From an optimization exercise on the open Yosys and OpenROAD flow, aimed at small area, a short achievable clock period and few clock cycles; shortcuts taken in it are not production practice. Where RTL was checked, it was by simulation tests only, not by an equivalence proof against the original. Power is estimated from default activity; no workload was simulated.

==> flow/design.v (excerpt) <==
module hysteresis_peak_detector #(
	parameter int unsigned SAMPLE_BITS = 16,
	parameter int unsigned TIME_BITS   = 32
) (
	input  logic                          clk,
	input  logic                          arst_n,
	input  logic                          in_valid,
	output logic                          in_ready,
	input  logic signed [SAMPLE_BITS-1:0] sample_value,
	input  logic        [TIME_BITS-1:0]   sample_time,
	input  logic                          restart,
	output logic                          out_valid,
	input  logic                          out_ready,
	output logic        [TIME_BITS-1:0]   peak_time,
	output logic signed [SAMPLE_BITS-1:0] peak_value,
	input  logic                          cfg_valid,
	output logic                          cfg_ready,
	input  logic [hpd_pkg::CFG_INDEX_BITS-1:0] cfg_index,
	input  logic [((SAMPLE_BITS > hpd_pkg::INTERVAL_BITS) ?
	               SAMPLE_BITS : hpd_pkg::INTERVAL_BITS)-1:0] cfg_data
);
For scale: ~720 cells after synthesis, roughly 210 flip-flops, roughly 130 I/O pins, roughly 9700 um^2 of cells after synthesis.
Settings: LEC_CHECK=0, CAP_MARGIN=20, CORE_MARGIN=2, CORE_UTILIZATION=55, SETUP_SLACK_MARGIN=5, SLEW_MARGIN=20, BUFFER_PORTS_ARGS=-buffer_cell sky130_fd_sc_hd__buf_1, CTS_ARGS=-sink_clustering_enable -repair_clock_nets -buf_list sky130_fd_sc_hd__clkbuf_4 -dont_use_dummy_load; clock period 8.5 ns.
standard.sh (not shown) runs the stock make flow with config.mk's settings and CLKGATE_MAP_FILE= SYNTH_SCRIPT=/design/flow/synth_recipe.tcl, a recipe that flattens the netlist after the stock synthesis.
==> flow/flow/run.sh <==
#!/bin/bash
# Standard layout with two changes: port buffers are buf_1 cells instead of
# the resizer's default pick, and clock tree synthesis inserts no dummy loads.
# Every tool's output goes to a log file here.
set -e
{
	echo 'export BUFFER_PORTS_ARGS = -buffer_cell sky130_fd_sc_hd__buf_1'
	echo 'export CTS_ARGS = -sink_clustering_enable -repair_clock_nets -buf_list sky130_fd_sc_hd__clkbuf_4 -dont_use_dummy_load'
} >> config.mk
bash standard.sh > standard.log 2>&1
The starting point produced a clean layout.
Edit:
Settings changed: ABC_AREA set to 1.
Routed wire length came out higher by 3.1%.
Combinational power came out lower by 24%.
Utilization came out lower by 4.6 points.
First-iteration DRC count came out higher by 48%.
Worst setup slack is better by 240 ps.
Total power came out lower by 13%.
Flip-flop and latch count is unchanged.
Maximum frequency came out higher by 7.3%.
Clock power is about the same.
Edit:
==> flow/flow/run.sh (replaced) <==
#!/bin/bash
# Standard layout with two changes: port buffers are buf_1 cells instead of
# the resizer's default pick, and clock tree synthesis inserts no dummy loads
# and clusters up to 12 flip-flops per leaf buffer. Every tool's output goes
# to a log file here.
set -e
{
	echo 'export BUFFER_PORTS_ARGS = -buffer_cell sky130_fd_sc_hd__buf_1'
	echo 'export CTS_ARGS = -sink_clustering_enable -repair_clock_nets -buf_list "sky130_fd_sc_hd__clkbuf_4 sky130_fd_sc_hd__clkbuf_8" -sink_clustering_size 12 -sink_clustering_max_diameter 60 -dont_use_dummy_load'
} >> config.mk
bash standard.sh > standard.log 2>&1
Settings changed: CTS_ARGS -sink_clustering_enable -repair_clock_nets -buf_list sky130_fd_sc_hd__clkbuf_4 -dont_use_dummy_load to -sink_clustering_enable -repair_clock_nets -buf_list "sky130_fd_sc_hd__clkbuf_4 sky130_fd_sc_hd__clkbuf_8" -sink_clustering_size 12 -sink_clustering_max_diameter 60 -dont_use_dummy_load.
=> The new run produced a clean layout. Final area went down by 1.1%. Sequential share of layout area grows by 0.59 points. Power came out lower by about 2.3%. Synthesized cell count does not change. Wire length went down by about 0.6%. Clock skew fell by 24 ps. Non-clock buffer count does not change. Worst setup slack gets better by 11 ps. Utilization fell by 0.71 points.
Function was not checked in any run of this note: the RTL went through the layout flow alone.


Another version of the RTL of hysteresis_peak_detector (not shown whole).
Size in the first run: ~990 cells after synthesis, about 210 flip-flops, about 130 I/O pins, roughly 9800 um2 of cells after synthesis.
## hysteresis_peak_detector
module hysteresis_peak_detector #(
	parameter int unsigned SAMPLE_BITS = 16,
	parameter int unsigned TIME_BITS   = 32
) (
	input  logic                          clk,
	input  logic                          arst_n,
	input  logic                          in_valid,
	output logic                          in_ready,
	input  logic signed [SAMPLE_BITS-1:0] sample_value,
	input  logic        [TIME_BITS-1:0]   sample_time,
	input  logic                          restart,
	output logic                          out_valid,
	input  logic                          out_ready,
	output logic        [TIME_BITS-1:0]   peak_time,
	output logic signed [SAMPLE_BITS-1:0] peak_value,
	input  logic                          cfg_valid,
	output logic                          cfg_ready,
	input  logic [hpd_pkg::CFG_INDEX_BITS-1:0] cfg_index,
	input  logic [((SAMPLE_BITS > hpd_pkg::INTERVAL_BITS) ?
	               SAMPLE_BITS : hpd_pkg::INTERVAL_BITS)-1:0] cfg_data
);
export LEC_CHECK = 0
export ABC_AREA = 1
export CAP_MARGIN = 20
export CORE_MARGIN = 2
export CORE_UTILIZATION = 55
export SETUP_SLACK_MARGIN = 4
export SLEW_MARGIN = 20
export BUFFER_PORTS_ARGS = -buffer_cell sky130_fd_sc_hd__buf_1
export CTS_ARGS = -sink_clustering_enable -repair_clock_nets -buf_list sky130_fd_sc_hd__clkbuf_4 -dont_use_dummy_load
create_clock -name core_clock -period 8.5 [get_ports {clk}]
==> flow/flow/run.sh <==
#!/bin/bash
# Standard layout with two changes: port buffers are buf_1 cells instead of
# the resizer's default pick, and clock tree synthesis inserts no dummy loads.
# Every tool's output goes to a log file here.
set -e
{
	echo 'export BUFFER_PORTS_ARGS = -buffer_cell sky130_fd_sc_hd__buf_1'
	echo 'export CTS_ARGS = -sink_clustering_enable -repair_clock_nets -buf_list sky130_fd_sc_hd__clkbuf_4 -dont_use_dummy_load'
} >> config.mk
bash standard.sh > standard.log 2>&1
The starting point finished with timing, DRC and antenna clean.
Testbench counts at the start, summed over its fixed seeds: cycles 17,921.
Rerun with:
==> flow/flow/run.sh (replaced) <==
#!/bin/bash
# Standard layout with three changes: port buffers are buf_1 cells instead of
# the resizer's default pick, clock tree synthesis inserts no dummy loads, and
# timing repair aims for 6 ns of setup slack. Every tool's output goes to a
# log file here.
set -e
{
	echo 'export BUFFER_PORTS_ARGS = -buffer_cell sky130_fd_sc_hd__buf_1'
	echo 'export CTS_ARGS = -sink_clustering_enable -repair_clock_nets -buf_list sky130_fd_sc_hd__clkbuf_4 -dont_use_dummy_load'
	echo 'export SETUP_SLACK_MARGIN = 6'
} >> config.mk
bash standard.sh > standard.log 2>&1
- SETUP_SLACK_MARGIN: 4 -> 6
Outcome: The changed run finished with timing, DRC and antenna clean. Die area does not change. Sequential power barely changes. Design area climbs by 18%. Via count climbs by 12%.


Setup of v8:
hysteresis_peak_detector again, from the RTL that the note above started with.
==> flow/config.mk <==
export PLATFORM = sky130hd
export DESIGN_NAME = hysteresis_peak_detector
export DESIGN_NICKNAME = hysteresis_peak_detector
export VERILOG_FILES = /design/flow/design.v
export SDC_FILE = /design/flow/constraint.sdc
export NUM_CORES = 4
export LEC_CHECK = 0
export CAP_MARGIN = 20
export CORE_MARGIN = 2
export CORE_UTILIZATION = 40
export SETUP_SLACK_MARGIN = 5
export SLEW_MARGIN = 20
export BUFFER_PORTS_ARGS = -buffer_cell sky130_fd_sc_hd__buf_1
export CTS_ARGS = -sink_clustering_enable -repair_clock_nets -buf_list "sky130_fd_sc_hd__clkbuf_4 sky130_fd_sc_hd__clkbuf_8" -sink_clustering_size 12 -sink_clustering_max_diameter 60 -dont_use_dummy_load
==> flow/constraint.sdc <==
create_clock -name core_clock -period 8.5 [get_ports {clk}]
set_input_delay 1.7000 -clock core_clock [delete_from_list [all_inputs] [get_ports {clk}]]
set_output_delay 1.7000 -clock core_clock [all_outputs]
set_load 0.01 [all_outputs]
==> flow/flow/run.sh <==
#!/bin/bash
# Standard layout with two changes: port buffers are buf_1 cells instead of
# the resizer's default pick, and clock tree synthesis inserts no dummy loads
# and clusters up to 12 flip-flops per leaf buffer. Every tool's output goes
# to a log file here.
set -e
{
	echo 'export BUFFER_PORTS_ARGS = -buffer_cell sky130_fd_sc_hd__buf_1'
	echo 'export CTS_ARGS = -sink_clustering_enable -repair_clock_nets -buf_list "sky130_fd_sc_hd__clkbuf_4 sky130_fd_sc_hd__clkbuf_8" -sink_clustering_size 12 -sink_clustering_max_diameter 60 -dont_use_dummy_load'
} >> config.mk
bash standard.sh > standard.log 2>&1
v8: all stages complete, timing, DRC and antenna checks passed
Testbench counts of v8, summed over its fixed seeds: cycles 17,921.
Here is what was changed in the inputs of v51 compared with v8.
- ABC_AREA newly set to 1
- CORE_UTILIZATION changed from 40 to 55
==> results.txt <==
- When v51 is measured against v8, its post-layout utilization of the core turns out 14 points higher.
- Sequential group share of total power ended up 6.4 points higher on v51 than on v8.
- Total wirelength of the detailed-routed design (v51 vs. v8) decreases by a little under 10%
- The post-route fraction of the period consumed by the critical path number comes out higher for v8 vs v51.
- | post-synthesis to final-layout area growth | higher: v8 |
- v51 has post-synth design cell area above what v8 had.
- Normalized max-slew margin in v51 vs v8: up 4.3 points
- Between v8 and v51, combinational power is higher for v8, v51 comes in under that.
- Compare v8 and v51 | clock-buffer cell count lower: v51
- Changes observed in v51 relative to v8: maximum VDD drop up about 75%, total power draw went down 17%.
Setup changes, v51 to v48
- CORE_UTILIZATION now 40, was 55
- CTS_BUF_LIST now sky130_fd_sc_hd__clkbuf_4, previously not set
- CTS_ARGS now -sink_clustering_enable -repair_clock_nets -buf_list sky130_fd_sc_hd__clkbuf_4 -dont_use_dummy_load, was -sink_clustering_enable -repair_clock_nets -buf_list "sky130_fd_sc_hd__clkbuf_4 sky130_fd_sc_hd__clkbuf_8" -sink_clustering_size 12 -sink_clustering_max_diameter 60 -dont_use_dummy_load
- ABC_AREA no longer set, was 1
==> flow/flow/run.sh <==
#!/bin/bash
# Standard layout with two changes: port buffers are buf_1 cells instead of
# the resizer's default pick, and clock tree synthesis inserts no dummy loads.
# Every tool's output goes to a log file here.
set -e
{
	echo 'export BUFFER_PORTS_ARGS = -buffer_cell sky130_fd_sc_hd__buf_1'
	echo 'export CTS_ARGS = -sink_clustering_enable -repair_clock_nets -buf_list sky130_fd_sc_hd__clkbuf_4 -dont_use_dummy_load'
} >> config.mk
bash standard.sh > standard.log 2>&1
==> results.txt <==
- | fraction of standard cell area in multi-input logic | v51 vs v48 | ≈ equal |
- Summary — proportion of total power due to net switching, v48 relative to v51: lower, by 4.3 points.
- Arrival time at the worst endpoint sits higher in v48 than in v51.
What v20 does differently from v48 at the input level:
- putting ABC_AREA at 1 where nothing was set
- swapping 40 for 70 in CORE_UTILIZATION
- clearing CTS_BUF_LIST, which used to be sky130_fd_sc_hd__clkbuf_4
==> results.txt <==
met1 layer wirelength in the final routing of v20 falls short of that of v48 by a little under 10%. Diff v48 and v20: clock skew higher in v48. Compared with v48, in v20 global-route usage went up; global routing met2 resource utilization increased 18 points; total number of vias shows an increase of 1144.

what the ideal ports hide:
The results above use ideal ports. As a check the final layouts listed here were re-extracted and re-timed, cells and wires unchanged. Step 1 sets driving cells, clkbuf_16 on the clock port and buf_2 on the other inputs (assumed; they add their load-dependent delay and slew). Step 2 adds t to the input delays and takes it off the output delays; t is the mean of the earliest and latest rising clock arrival at the registers after step 1. Input paths then give back, and output paths get back, about the clock's delay inside the block. Three values: no drivers, after step 1, after step 2; two values: the first two.
run	t (ns)	setup WS [ns]	worst setup path after step 2	slew at the worst register clock pin (ns)	cell pins on the clock port's net
the first run of note 1	0.675	4.909 / 4.909 / 4.909	register to register	0.07 / 0.07	1
the second run of note 1	0.666	5.154 / 5.109 / 4.906	input to register	0.07 / 0.07	1
the third run of note 1	0.559	5.164 / 5.164 / 4.930	input to register	0.09 / 0.09	1
the first run of note 2	0.657	4.630 / 4.630 / 4.630	register to register	0.06 / 0.06	1
the second run of note 2	0.670	5.335 / 5.335 / 5.321	input to register	0.07 / 0.07	1
v8	0.561	4.886 / 4.886 / 4.886	register to register	0.08 / 0.08	1
v51	0.551	5.334 / 5.334 / 5.009	input to register	0.09 / 0.09	1
v48	0.659	4.885 / 4.885 / 4.885	register to register	0.07 / 0.07	1
v20	0.652	5.173 / 5.136 / 4.972	input to register	0.07 / 0.07	1
After both steps setup and hold are still met in every run listed. For v51, which loses most, drivers alone change the setup slack by 0.000 ns; drivers and shift together by -0.325 ns.
